This is an optimization exercise on Yosys and OpenROAD, whose aim is small area, not a production implementation.
Function was not checked in any run shown here: the RTL went through the layout flow alone.
The flow treats the clock pin as an ideal source, which a real chip does not have.
Power is estimated from default activity; no workload was simulated.

### flow/config.mk
export PLATFORM = sky130hd
export DESIGN_NAME = bmem_line_adapter
export DESIGN_NICKNAME = bmem_line_adapter
export VERILOG_FILES = /design/flow/design.v
export SDC_FILE = /design/flow/constraint.sdc
export NUM_CORES = 4
export LEC_CHECK = 0
export CAP_MARGIN = 20
export CORE_AREA = 10 10 390 390
export DIE_AREA = 0 0 400 400
export SLEW_MARGIN = 20
export SYNTH_HIERARCHICAL = 1
export SYNTH_MINIMUM_KEEP_SIZE = 0
### flow/constraint.sdc
create_clock -name core_clock -period 5.0 [get_ports {clk}]
set_input_delay 1.0000 -clock core_clock [delete_from_list [all_inputs] [get_ports {clk}]]
set_output_delay 1.0000 -clock core_clock [all_outputs]
set_load 0.01 [all_outputs]
### flow/design.v
package bmem_pkg;
    localparam int BEAT_W      = 64;
    localparam int BEATS       = 4;
    localparam int LINE_W      = BEAT_W * BEATS;
    localparam int OFFSET_BITS = 5;
endpackage
module rr_arbiter2 (
    input  logic req_i,
    input  logic req_d,
    input  logic last_d,
    output logic gnt_d,
    output logic any_req
);
    assign gnt_d   = req_d & (~req_i | ~last_d);
    assign any_req = req_i | req_d;
endmodule
module bmem_beat_sel #(
    parameter int BEATS = 4
) (
    input  logic [BEATS-1:0] d,
    input  logic [BEATS-1:0] sel_n,
    output logic             q
);
    assign q = &(d | sel_n);
endmodule
module bmem_line_adapter #(
    parameter int ADDR_W = 32,
    parameter int BEAT_W = 64,
    parameter int BEATS  = 4
) (
    input  logic                      clk,
    input  logic                      rst,
    input  logic [ADDR_W-1:0]         i_addr,
    input  logic                      i_read,
    output logic [BEAT_W*BEATS-1:0]   i_rdata,
    output logic                      i_resp,
    input  logic [ADDR_W-1:0]         d_addr,
    input  logic                      d_read,
    input  logic                      d_write,
    input  logic [BEAT_W*BEATS-1:0]   d_wdata,
    output logic [BEAT_W*BEATS-1:0]   d_rdata,
    output logic                      d_resp,
    output logic [ADDR_W-1:0]         bmem_addr,
    output logic                      bmem_read,
    output logic                      bmem_write,
    output logic [BEAT_W-1:0]         bmem_wdata,
    input  logic                      bmem_ready,
    input  logic [ADDR_W-1:0]         bmem_raddr,
    input  logic [BEAT_W-1:0]         bmem_rdata,
    input  logic                      bmem_rvalid
);
    localparam int LINE_W = BEAT_W * BEATS;
    localparam int OFF    = bmem_pkg::OFFSET_BITS;
    localparam int CNT_W  = $clog2(BEATS);
    logic              wr_q;     
    logic              rdi_q;    
    logic              rdw_q;    
    logic              resp_q;   
    logic              gnt_q;    
    logic [CNT_W-1:0]  cnt_q;     
    logic [BEATS-1:0]  beat_n;    
    logic              idle;
    logic              gnt_d;
    logic              any_req;
    logic              beat_hit;
    logic              last;
    logic              adv;
    logic              done;
    logic              take;
    logic [ADDR_W-1:0] line_addr;
    logic [BEAT_W-1:0] beat_q [BEATS];
    rr_arbiter2 u_arb (
        .req_i   (i_read),
        .req_d   (d_read | d_write),
        .last_d  (gnt_q),
        .gnt_d   (gnt_d),
        .any_req (any_req)
    );
    assign idle      = ~(wr_q | rdi_q | rdw_q | resp_q);
    assign line_addr = {(gnt_q ? d_addr[ADDR_W-1:OFF] : i_addr[ADDR_W-1:OFF]), {OFF{1'b0}}};
    assign beat_hit  = rdw_q & bmem_rvalid & (bmem_raddr == line_addr);
    assign last      = &cnt_q;
    assign beat_n = {~(cnt_q[1] & cnt_q[0]), ~cnt_q[1] | cnt_q[0],
                     cnt_q[1] | ~cnt_q[0], cnt_q[1] | cnt_q[0]};
    assign adv  = (wr_q & bmem_ready) | beat_hit;
    assign done = adv & last;
    assign take = idle & any_req;
    always_ff @(posedge clk or posedge rst) begin
        if (rst) begin
            wr_q   <= 1'b0;
            rdi_q  <= 1'b0;
            rdw_q  <= 1'b0;
            resp_q <= 1'b0;
            gnt_q  <= 1'b0;
            cnt_q  <= '0;
        end else begin
            if (take)
                gnt_q <= gnt_d;
            cnt_q <= {cnt_q[1] ^ (adv & cnt_q[0]), cnt_q[0] ^ adv};
            wr_q   <= wr_q ? ~(bmem_ready & last) : (take & gnt_d & d_write);
            rdi_q  <= rdi_q ? ~bmem_ready : (take & ~(gnt_d & d_write));
            rdw_q  <= rdw_q ? ~(beat_hit & last) : (rdi_q & bmem_ready);
            resp_q <= done;
        end
    end
    always_ff @(posedge clk) begin
        for (int k = 0; k < BEATS - 1; k++)
            if (beat_hit && !beat_n[k])
                beat_q[k] <= bmem_rdata;
        beat_q[BEATS-1] <= bmem_rdata;
    end
    always_comb
        for (int k = 0; k < BEATS; k++)
            i_rdata[k*BEAT_W +: BEAT_W] = beat_q[k];
    assign d_rdata    = i_rdata;
    assign i_resp     = resp_q & ~gnt_q;
    assign d_resp     = resp_q & gnt_q;
    assign bmem_read  = rdi_q;
    assign bmem_write = wr_q;
    assign bmem_addr  = line_addr;
    for (genvar b = 0; b < BEAT_W; b++) begin : g_wsel
        logic [BEATS-1:0] d;
        for (genvar k = 0; k < BEATS; k++) begin : g_k
            assign d[k] = d_wdata[k*BEAT_W + b];
        end
        bmem_beat_sel #(.BEATS(BEATS)) u_sel (
            .d     (d),
            .sel_n (beat_n),
            .q     (bmem_wdata[b])
        );
    end
endmodule
### flow/flow/run.sh
#!/bin/bash
# Own layout flow: the standard ORFS flow (standard.sh), with
#  - the port buffers that global placement inserts taken from the smallest
#    buffer cell,
#  - clock tree synthesis clustering more sinks per leaf buffer and adding
#    no dummy loads, and
#  - after CTS, clock buffers upsized only where the flip-flop clock-pin
#    slew needs it (flow/post_cts.tcl).
set -euo pipefail
here=$(cd "$(dirname "${BASH_SOURCE[0]}")" && pwd)
export BUFFER_PORTS_ARGS="-buffer_cell sky130_fd_sc_hd__buf_1"
export CTS_ARGS="-sink_clustering_enable -repair_clock_nets -sink_clustering_size 25 -sink_clustering_max_diameter 80 -buf_list sky130_fd_sc_hd__clkbuf_4 -dont_use_dummy_load"
export POST_CTS_TCL="$here/post_cts.tcl"
bash standard.sh > standard_flow.log 2>&1
### flow/flow/post_cts.tcl
# Runs at the end of ORFS's CTS step (POST_CTS_TCL). Upsizes each clock buffer
# whose flip-flop clock pins see a slew above the target, one drive step at a
# time, then legalises the placement again.
set clk_slew_target [expr {[info exists ::env(CLK_SLEW_TARGET)] ? $::env(CLK_SLEW_TARGET) : 0.110}]
set clk_sizes {sky130_fd_sc_hd__clkbuf_1 sky130_fd_sc_hd__clkbuf_2 sky130_fd_sc_hd__clkbuf_4 sky130_fd_sc_hd__clkbuf_8 sky130_fd_sc_hd__clkbuf_16}
for {set iter 0} {$iter < 4} {incr iter} {
  estimate_parasitics -placement
  set slow [dict create]
  foreach pin [get_pins -hierarchical */CLK] {
    set s [expr {max([get_property $pin slew_max_rise], [get_property $pin slew_max_fall])}]
    if {$s > $clk_slew_target} {
      set net [get_nets -of_objects $pin]
      foreach drv [get_pins -of_objects $net -filter "direction == output"] {
        dict set slow [get_property [get_cells -of_objects $drv] full_name] 1
      }
    }
  }
  if {[dict size $slow] == 0} { break }
  set n 0
  foreach name [dict keys $slow] {
    set inst [[ord::get_db_block] findInst $name]
    set m [[$inst getMaster] getName]
    set i [lsearch $clk_sizes $m]
    if {$i >= 0 && $i < [llength $clk_sizes] - 1} {
      replace_cell [get_cells $name] [lindex $clk_sizes [expr {$i + 1}]]
      incr n
    }
  }
  puts "post_cts: iteration $iter upsized $n clock buffers"
  if {$n == 0} { break }
}
detailed_placement
check_placement -verbose
estimate_parasitics -placement
### flow/standard.sh
#!/bin/bash
# synth_recipe.tcl (not shown) runs the flow's synth.tcl, then flattens the netlist and writes it again
# the make line also repeats each setting of config.mk as NAME=value (left out here)
make -C /OpenROAD-flow-scripts/flow DESIGN_CONFIG=/design/flow/config.mk WORK_HOME=/design/flow/orfs CLKGATE_MAP_FILE= SYNTH_SCRIPT=/design/flow/synth_recipe.tcl "${@:-finish}"
==> results of run 1 <==
cells by family after synthesis:
kind of cell / share of synthesized area
muxes: 0.0316
other: 0.000336
and+or+nand+nor: 0.0426
adders and majority gates: 0.00112
buffers and inverters: 0.179
AOI/OAI and AO/OA: 0.0763
xor gates and xnor gates: 0.0220
DFF: 0.647
stage by stage:
| step | setup TNS, ps | utilization | setup WS, ps | std cells | hold slack [ps] |
|---|---|---|---|---|---|
| floorplan | -361150 | - | -1880 | 832 | 481 |
| global placement | 0 | 0.108 | 1260 | 3501 | 558 |
| detailed placement | 0 | 0.108 | 1270 | 3501 | 566 |
| global route | 0 | 0.111 | 421 | 3526 | 206 |
| finish | 0 | 0.111 | 556 | 3536 | 271 |
cell type report:
class,instances,area (um^2),area share
clock buffers,18,305,0.0192
multi-input cells,302,2010,0.126
diodes,16,40.0,0.00252
flip-flops and latches,263,7220,0.454
well taps,1903,2380,0.150
inverters,3,12.5,0.000786
repair buffers,1031,3950,0.248
sequential cells by signal, indices dropped and copies added, names as in the netlist:
signal / cells
beat_q: 256
rdw_q: 1
cnt_q: 2
wr_q: 1
rdi_q: 1
resp_q: 1
gnt_q: 1
modules after synthesis, one instance, submodules excluded, excerpt:
| module | flip-flops and latches | cells | times used |
|---|---|---|---|
| rr_arbiter2 | 0 | 2 | 1 |
| bmem_line_adapter | 263 | 634 | 1 |
critical path, delay by kind of cell, from the launching register on:
kind	cells	cell delay [ps]
and+or+nand+nor	2	460
DFF	1	470
AOI/OAI and AO/OA	1	780
buffers and inverters	3	820
where the power goes:
| group | switching (W) | leakage, nW | internal, W |
|---|---|---|---|
| Clock | 0.000707 | 0.158 | 0.000413 |
| Sequential | 0.0000579 | 2.35 | 0.00238 |
| Combinational | 0.00172 | 1.96 | 0.000794 |
| Total | 0.00249 | 4.46 | 0.00359 |
layer usage:
metal,global-route usage,share of wire,vias up
li1,-,-,4367
met1,0.138,0.37,5111
met2,0.195,0.47,876
met3,0.0631,0.13,224
met4,0.0187,0.021,88
met5,0,0.0054,-
cell usage after synthesis:
| master | n | share of area |
|---|---|---|
| edfxtp_1 | 192 | 0.52 |
| nor3_1 | 4 | 0.0018 |
| nor2b_1 | 1 | 0.00056 |
| nand2b_1 | 2 | 0.0011 |
| mux2_2 | 18 | 0.018 |
| nor2_1 | 65 | 0.022 |
| a21o_1 | 1 | 0.00067 |
| or2_2 | 2 | 0.0011 |
| nor4_1 | 14 | 0.0078 |
| conb_1 | 1 | 0.00034 |
| nor4_2 | 1 | 0.0011 |
| a21boi_0 | 1 | 0.00067 |
| nand3_1 | 3 | 0.0013 |
| buf_6 | 2 | 0.0020 |
| a31oi_1 | 2 | 0.0011 |
| nand2_1 | 4 | 0.0013 |
| buf_4 | 262 | 0.18 |
| nand4_1 | 4 | 0.0022 |
| o22ai_1 | 128 | 0.072 |
| dfxtp_1 | 64 | 0.11 |
| and2_1 | 3 | 0.0017 |
| o21ai_1 | 1 | 0.00045 |
| ha_1 | 1 | 0.0011 |
| or2_1 | 1 | 0.00056 |
| xor2_1 | 28 | 0.022 |
| dfrtp_1 | 7 | 0.016 |
| inv_1 | 3 | 0.0010 |
| o31a_1 | 1 | 0.00078 |
| o21ai_0 | 2 | 0.00090 |
| mux2_4 | 10 | 0.013 |
final timing paths:
kind | to | cells after the start
min in group asynchronous | resp_q | 3
max reg2reg | beat_q[0][34] | 7
max | bmem_wdata[9] | 6
min | beat_q[3][45] | 1
min reg2reg | wr_q | 1
max in group asynchronous | gnt_q | 3
==> metrics.md, run 1 <==
| Metric | Value |
|---|---|
| Status | `finished clean` |
| Leakage power | `between 4 and 5 nW` |
| Global Route Usage Sum | `0.118` |
| Arrival time worst endpoint | `roughly 3400 ps` |
| Initial antenna violation count | `a little under 90` |
| Overflow after GRT | `0` |
| Final period util | `0.889` |
| R2R Path Start | `gnt_q` |
| Layout area overhead | `42.6%` |
| Input/output buffers | `1019` |
| Total power | `0.00608 W` |
| Post-DP Area | `about 0.016 mm^2` |
| Register area share after synthesis | `0.647` |
| Most frequent cells in the layout | `buf_1, edfxtp_1, o22ai_1` |
| Initial DRC Count | `roughly 1000` |
| Avg Cell Area, Syn | `roughly 13 um^2` |
| Pins Over Slew Limit | `0` |
| # rows | `between 100 and 150` |
| Height of the die | `400 um` |
| Clock skew | `approximately 63 ps` |
| Starting Density | `0.0778` |
| Final-report hold violation count | `0` |
| # fillers | `between 15000 and 20000` |
| DRT Pass-1 Iters | `6` |
| CTS tree | `built` |
| DR DRC count | `0` |
| Vias in the first global route | `about 10000` |
| Crit path required time | `about 4000 ps` |
| Peak VDD IR | `roughly 0.00039 V` |
| HP Start | `bmem_rdata[45]` |
| Fraction of layout cells with a size suffix above 1 | `0.0421` |
| Post-synthesis cell count | `just over 800` |
| Via/cell ratio | `about 3` |
| Routability cong. | `between 0.9 and 1` |
| Synth unique cells | `30` |
| Synth Cell Area | `between 0.01 and 0.015 mm^2` |
| Critical path cell sequence | `and2_1 -> clkinv_2 -> buf_4 -> o22ai_1 -> nor2_1 -> buf_1` |
| Hold Crit Class | `in -> reg` |
| Kind of critical path | `reg -> out` |
| Vias post-DR | `10700` |
| Drt wl/cell | `between 20 and 30 um` |
| Pwr dens | `around 380 mW/mm^2` |
| Commonest non-fill, non-tap cell in the layout | `buf_1` |
| First-pass GRT wire length | `122000 um` |
| Final #Nets | `between 2000 and 2500` |
| Dpl hpwl | `~94000 um` |
| Core area | `around 0.14 mm^2` |
| Critical Path Start | `cnt_q[0]` |
| Worst R2R Setup Slack | `roughly 1500 ps` |
| Clock Sinks | `263` |
| Number of nets with antenna violations after routing | `0` |
| Max Cap Viol | `0` |
| RSZ-0062 raised after global routing | `no` |
| Setup Viol. Count Final | `0` |
| FF+latch count, synth | `roughly 260` |
| Final WL | `104000 um` |
| Slew @ Worst Pin | `about 1000 ps` |
| CP max-delay cell | `o22ai_1` |
| Synth warnings | `8` |
| Clock-pin slew on the worst setup and hold paths | `100 ps` |
| Design Area, Final | `0.0159 mm^2` |
| Clock Latency Late Sink | `860 ps` |
| Crit path max fanout | `33` |
| Largest net degree at the start of global routing | `between 60 and 70` |
| Die area | `0.160 mm^2` |
| Slew margin rel. | `0.303` |
| Fmax | `225 MHz` |
| Min cycle time layout | `about 4400 ps` |
| Die Wd | `roughly 400 um` |
| Critical Path Sink Type | `primary output` |
| Max incr delay on CP | `around 780 ps` |
| Worst Setup Start Kind | `register` |
| Top-Level Pins | `a little over 1000` |
==> run 2, diff against run 1 <==
--- a/flow/flow/run.sh
+++ b/flow/flow/run.sh
@@ -9,6 +9,6 @@
 set -euo pipefail
 here=$(cd "$(dirname "${BASH_SOURCE[0]}")" && pwd)
 export BUFFER_PORTS_ARGS="-buffer_cell sky130_fd_sc_hd__buf_1"
-export CTS_ARGS="-sink_clustering_enable -repair_clock_nets -sink_clustering_size 25 -sink_clustering_max_diameter 80 -buf_list sky130_fd_sc_hd__clkbuf_4 -dont_use_dummy_load"
+export CTS_ARGS="-sink_clustering_enable -repair_clock_nets -sink_clustering_size 30 -sink_clustering_max_diameter 100 -buf_list sky130_fd_sc_hd__clkbuf_4 -dont_use_dummy_load"
 export POST_CTS_TCL="$here/post_cts.tcl"
 bash standard.sh > standard_flow.log 2>&1
--- a/flow/flow/post_cts.tcl
+++ b/flow/flow/post_cts.tcl
@@ -1,7 +1,10 @@
 # Runs at the end of ORFS's CTS step (POST_CTS_TCL). Upsizes each clock buffer
 # whose flip-flop clock pins see a slew above the target, one drive step at a
-# time, then legalises the placement again.
-set clk_slew_target [expr {[info exists ::env(CLK_SLEW_TARGET)] ? $::env(CLK_SLEW_TARGET) : 0.110}]
+# time, then legalises the placement again. Before that, cells on paths with
+# setup slack to spare are downsized (repair_timing -recover_power).
+estimate_parasitics -placement
+repair_timing -recover_power 100 -verbose
+set clk_slew_target [expr {[info exists ::env(CLK_SLEW_TARGET)] ? $::env(CLK_SLEW_TARGET) : 0.122}]
 set clk_sizes {sky130_fd_sc_hd__clkbuf_1 sky130_fd_sc_hd__clkbuf_2 sky130_fd_sc_hd__clkbuf_4 sky130_fd_sc_hd__clkbuf_8 sky130_fd_sc_hd__clkbuf_16}
 for {set iter 0} {$iter < 4} {incr iter} {
   estimate_parasitics -placement
==> run 2 against run 1 <==
Net effect: still clean on timing, DRC and antenna; global-route usage barely moved; critical path depth did not move; power fell by 1.4%; largest power group unchanged; worst hold slack improved by 19 ps; register-to-register slack got worse by 40 ps.
==> metrics.md, run 2 <==
| Metric | Value |
|---|---|
| Clock Sinks | `~260` |
| CTS tree | `built` |
| Critical path buffer and inverter count | `3` |
| Register-to-Register Path Depth | `8` |
| Critical Path Sink Type | `primary output` |
| Avg Cell Area, Syn | `around 13 um^2` |
| # rows | `roughly 140` |
| CP Depth | `6` |
| Slew @ Worst Pin | `1080 ps` |
| Max FFs per register | `between 200 and 300` |
| Number of synthesized flops with an enable pin | `roughly 190` |
| Critical path cell sequence | `and2_0 -> clkinv_2 -> buf_4 -> o22ai_1 -> nor2_1 -> buf_1` |
| Worst Setup Start Kind | `register` |
| Clock skew | `50.3 ps` |
| Max incr delay on CP | `760 ps` |
| Global Route Usage Sum | `0.118` |
| HP Start | `bmem_rdata[16]` |
| Overflow after GRT | `0` |
| Post-route worst setup slack | `around 510 ps` |
| Status | `finished clean` |
| Pins Over Slew Limit | `0` |
| Critical Path Start | `cnt_q[1]` |
| Biggest register | `beat_q` |
| Peak VDD IR | `approximately 0.00038 V` |
| Number of nets with antenna violations after routing | `0` |
| Synth top cells by count | `buf_4, edfxtp_1, o22ai_1, nor2_1, dfxtp_1` |
| Vias in the first global route | `slightly above 10000` |
| Leakage power | `between 4 and 5 nW` |
| Hold Crit Class | `in -> reg` |
| Register area share after synthesis | `0.647` |
| Largest regs | `beat_q x256, cnt_q x2` |
| Hold Path Depth | `1` |
| Top cell type's share of synthesized area | `0.516` |
| Most frequent cells in the layout | `buf_1, edfxtp_1, clkbuf_1` |
| Largest net degree at the start of global routing | `between 60 and 70` |
| Input/output buffers | `a little over 1000` |
| Most common cell in the synthesized netlist | `buf_4` |
| CP max-delay cell | `o22ai_1` |
| Synth unique cells | `30` |
| Top post-synthesis cells by area | `edfxtp_1, buf_4, dfxtp_1` |
| Initial antenna violation count | `between 80 and 90` |
| Layout area overhead | `41.8%` |
| Height of the die | `about 400 um` |
| Die Wd | `approximately 400 um` |
| Synth area leader | `edfxtp_1` |
| Routability cong. | `between 0.9 and 1` |
| Fmax | `around 220 MHz` |
| Die area | `roughly 0.16 mm^2` |
| RSZ-0062 raised after global routing | `no` |
| # fillers | `16600` |
| CP delay by family, top | `buffers and inverters` |
| Fraction of layout cells with a size suffix above 1 | `0.0241` |
| Synth Cell Area | `~0.011 mm^2` |
| Drt wl/cell | `roughly 29 um` |
| Top-Level Pins | `a little over 1000` |
| Crit path max fanout | `33` |
| Clock-pin slew on the worst setup and hold paths | `approximately 110 ps` |
| Synth warnings | `8` |
| Vias post-DR | `10700` |
| Dpl hpwl | `around 94000 um` |
| Post-synthesis async set-or-reset flop share | `0.0266` |
| Pre-CTS setup slack | `1270 ps` |
| Final period util | `0.897` |
| First-pass GRT wire length | `between 100000 and 150000 um` |
| Commonest non-fill, non-tap cell in the layout | `buf_1` |
| Initial DRC Count | `~940` |
| Final #Nets | `around 2000` |
| Post-layout util | `0.110` |
| Final-report hold violation count | `0` |
| DR DRC count | `0` |
| Final WL | `slightly above 100000 um` |
| Via/cell ratio | `between 3 and 4` |
| Arrival time worst endpoint | `3490 ps` |
| Post-synth top flop | `edfxtp_1` |
| Max Cap Viol | `0` |
| Clock Latency Late Sink | `slightly above 800 ps` |
| Pwr dens | `378 mW/mm^2` |
| Kind of critical path | `reg -> out` |
| Crit path required time | `approximately 4000 ps` |
| Post-synthesis cell count | `between 800 and 900` |
| DRT Pass-1 Iters | `6` |
| Core area | `about 0.14 mm^2` |
| Setup Viol. Count Final | `0` |
| FF+latch count, synth | `around 260` |
| R2R Path Start | `gnt_q` |
| Starting Density | `0.0778` |
| Min cycle time layout | `roughly 4500 ps` |
| Slew margin rel. | `0.280` |
==> run 2: cell counts after synthesis <==
Identical to the previous run, type by type.
==> run 2: area by class of cell <==
type,count,area [um^2],area share
flip-flops and latches,263,7220,0.456
multi-input cells,302,1960,0.124
repair buffers,1032,3930,0.248
inverters,3,12.5,0.000790
well taps,1903,2380,0.150
diodes,18,45.0,0.00285
clock buffers,17,280,0.0177
==> run 2: logic make-up (layout without fill, tap and decap cells) <==
family,after synthesis,count (layout),synth area share
flip-flops,263,263,0.647
multiplexers,28,28,0.0316
AND/OR/NAND/NOR,104,104,0.0426
adder cells (fa/ha/maj),1,1,0.00112
AO/OA/AOI/OAI,136,136,0.0763
other,1,23,0.000336
buffers and inverters,267,1052,0.179
XOR/XNOR,28,28,0.0220
==> run 2: path summary, 6_finish.rpt <==
path,endpoint,slack [ps]
setup / recovery,bmem_wdata[9],510
hold / removal,beat_q[3][16],290
setup reg to reg,beat_q[2][14],1440
hold reg to reg,wr_q,580
max in group asynchronous,cnt_q[0],4140
min in group asynchronous,resp_q,630
==> run 2: report_power, final <==
group / leakage [nW] / internal [W] / total (W) / switching (W)
combinational: 1.90 / 0.000756 / 0.00247 / 0.00172
clock: 0.145 / 0.000380 / 0.00108 / 0.000698
sequential: 2.35 / 0.00238 / 0.00244 / 0.0000574
total: 4.40 / 0.00352 / 0.00599 / 0.00247
==> run 2: modules after synthesis (local to each module, per instance), excerpt <==
module	cells inside	times used	flip-flops and latches
bmem_line_adapter	634	1	263
rr_arbiter2	2	1	0
==> run 2: metal layers <==
metal,track usage,part of all wire,vias to the layer above
met5,0,0.0050,-
met2,0.196,0.47,879
met1,0.139,0.38,5110
met3,0.0608,0.13,217
met4,0.0168,0.020,82
li1,-,-,4376
==> run 2: worst reg2reg max path, stage by stage (launching register included) <==
cell,delay [ps]
dfrtp_1,330
clkbuf_2,170
buf_12,210
mux2_1,400
xor2_1,220
nor4_1,370
nand4_1,300
nor3_1,340
clkbuf_4,640
==> run 2: per-stage QoR <==
| step | std cells | power (W) | hold slack (ps) | setup TNS, ps | cell area, um^2 |
|---|---|---|---|---|---|
| 6_report | 3538 | 0.00599 | 291 | 0 | 15800 |
| 2_1_floorplan | 832 | 0.00383 | 481 | -361150 | 11200 |
| 3_3_place_gp | 3501 | 0.00501 | 558 | 0 | 15600 |
| 3_5_place_dp | 3501 | 0.00504 | 566 | 0 | 15600 |
| 5_1_grt | 3526 | 0.00631 | 200 | 0 | 15800 |

[afterwards: timing with drivers on the ports]
The flow's constraints put no driver on any port. The routed layouts listed below were extracted and timed again, unchanged, in two steps. Step 1 sets driving cells, clkbuf_16 on the clock port and buf_2 on the other inputs (assumed; they add their load-dependent delay and slew). Step 2 times the ports against the registers' clock, not the clock port: input delays grow and output delays shrink by t, the midpoint of the rising clock arrivals with the driver on. Slacks: ideal ports / drivers / drivers and shift; pairs: ideal ports / drivers.
| run | shift t [ns] | slack for setup (ns) | worst setup path at the end | latest minus earliest clock arrival (ns) | worst data-port slew with drivers (ns) |
|---|---|---|---|---|---|
| run 1 | 0.897 | 0.556 / 0.499 / 1.209 | input to register | 0.078 / 0.078 | 0.34 |
| run 2 | 0.867 | 0.515 / 0.461 / 1.101 | input to register | 0.085 / 0.084 | 0.34 |
After both steps setup and hold are still met in every run listed.
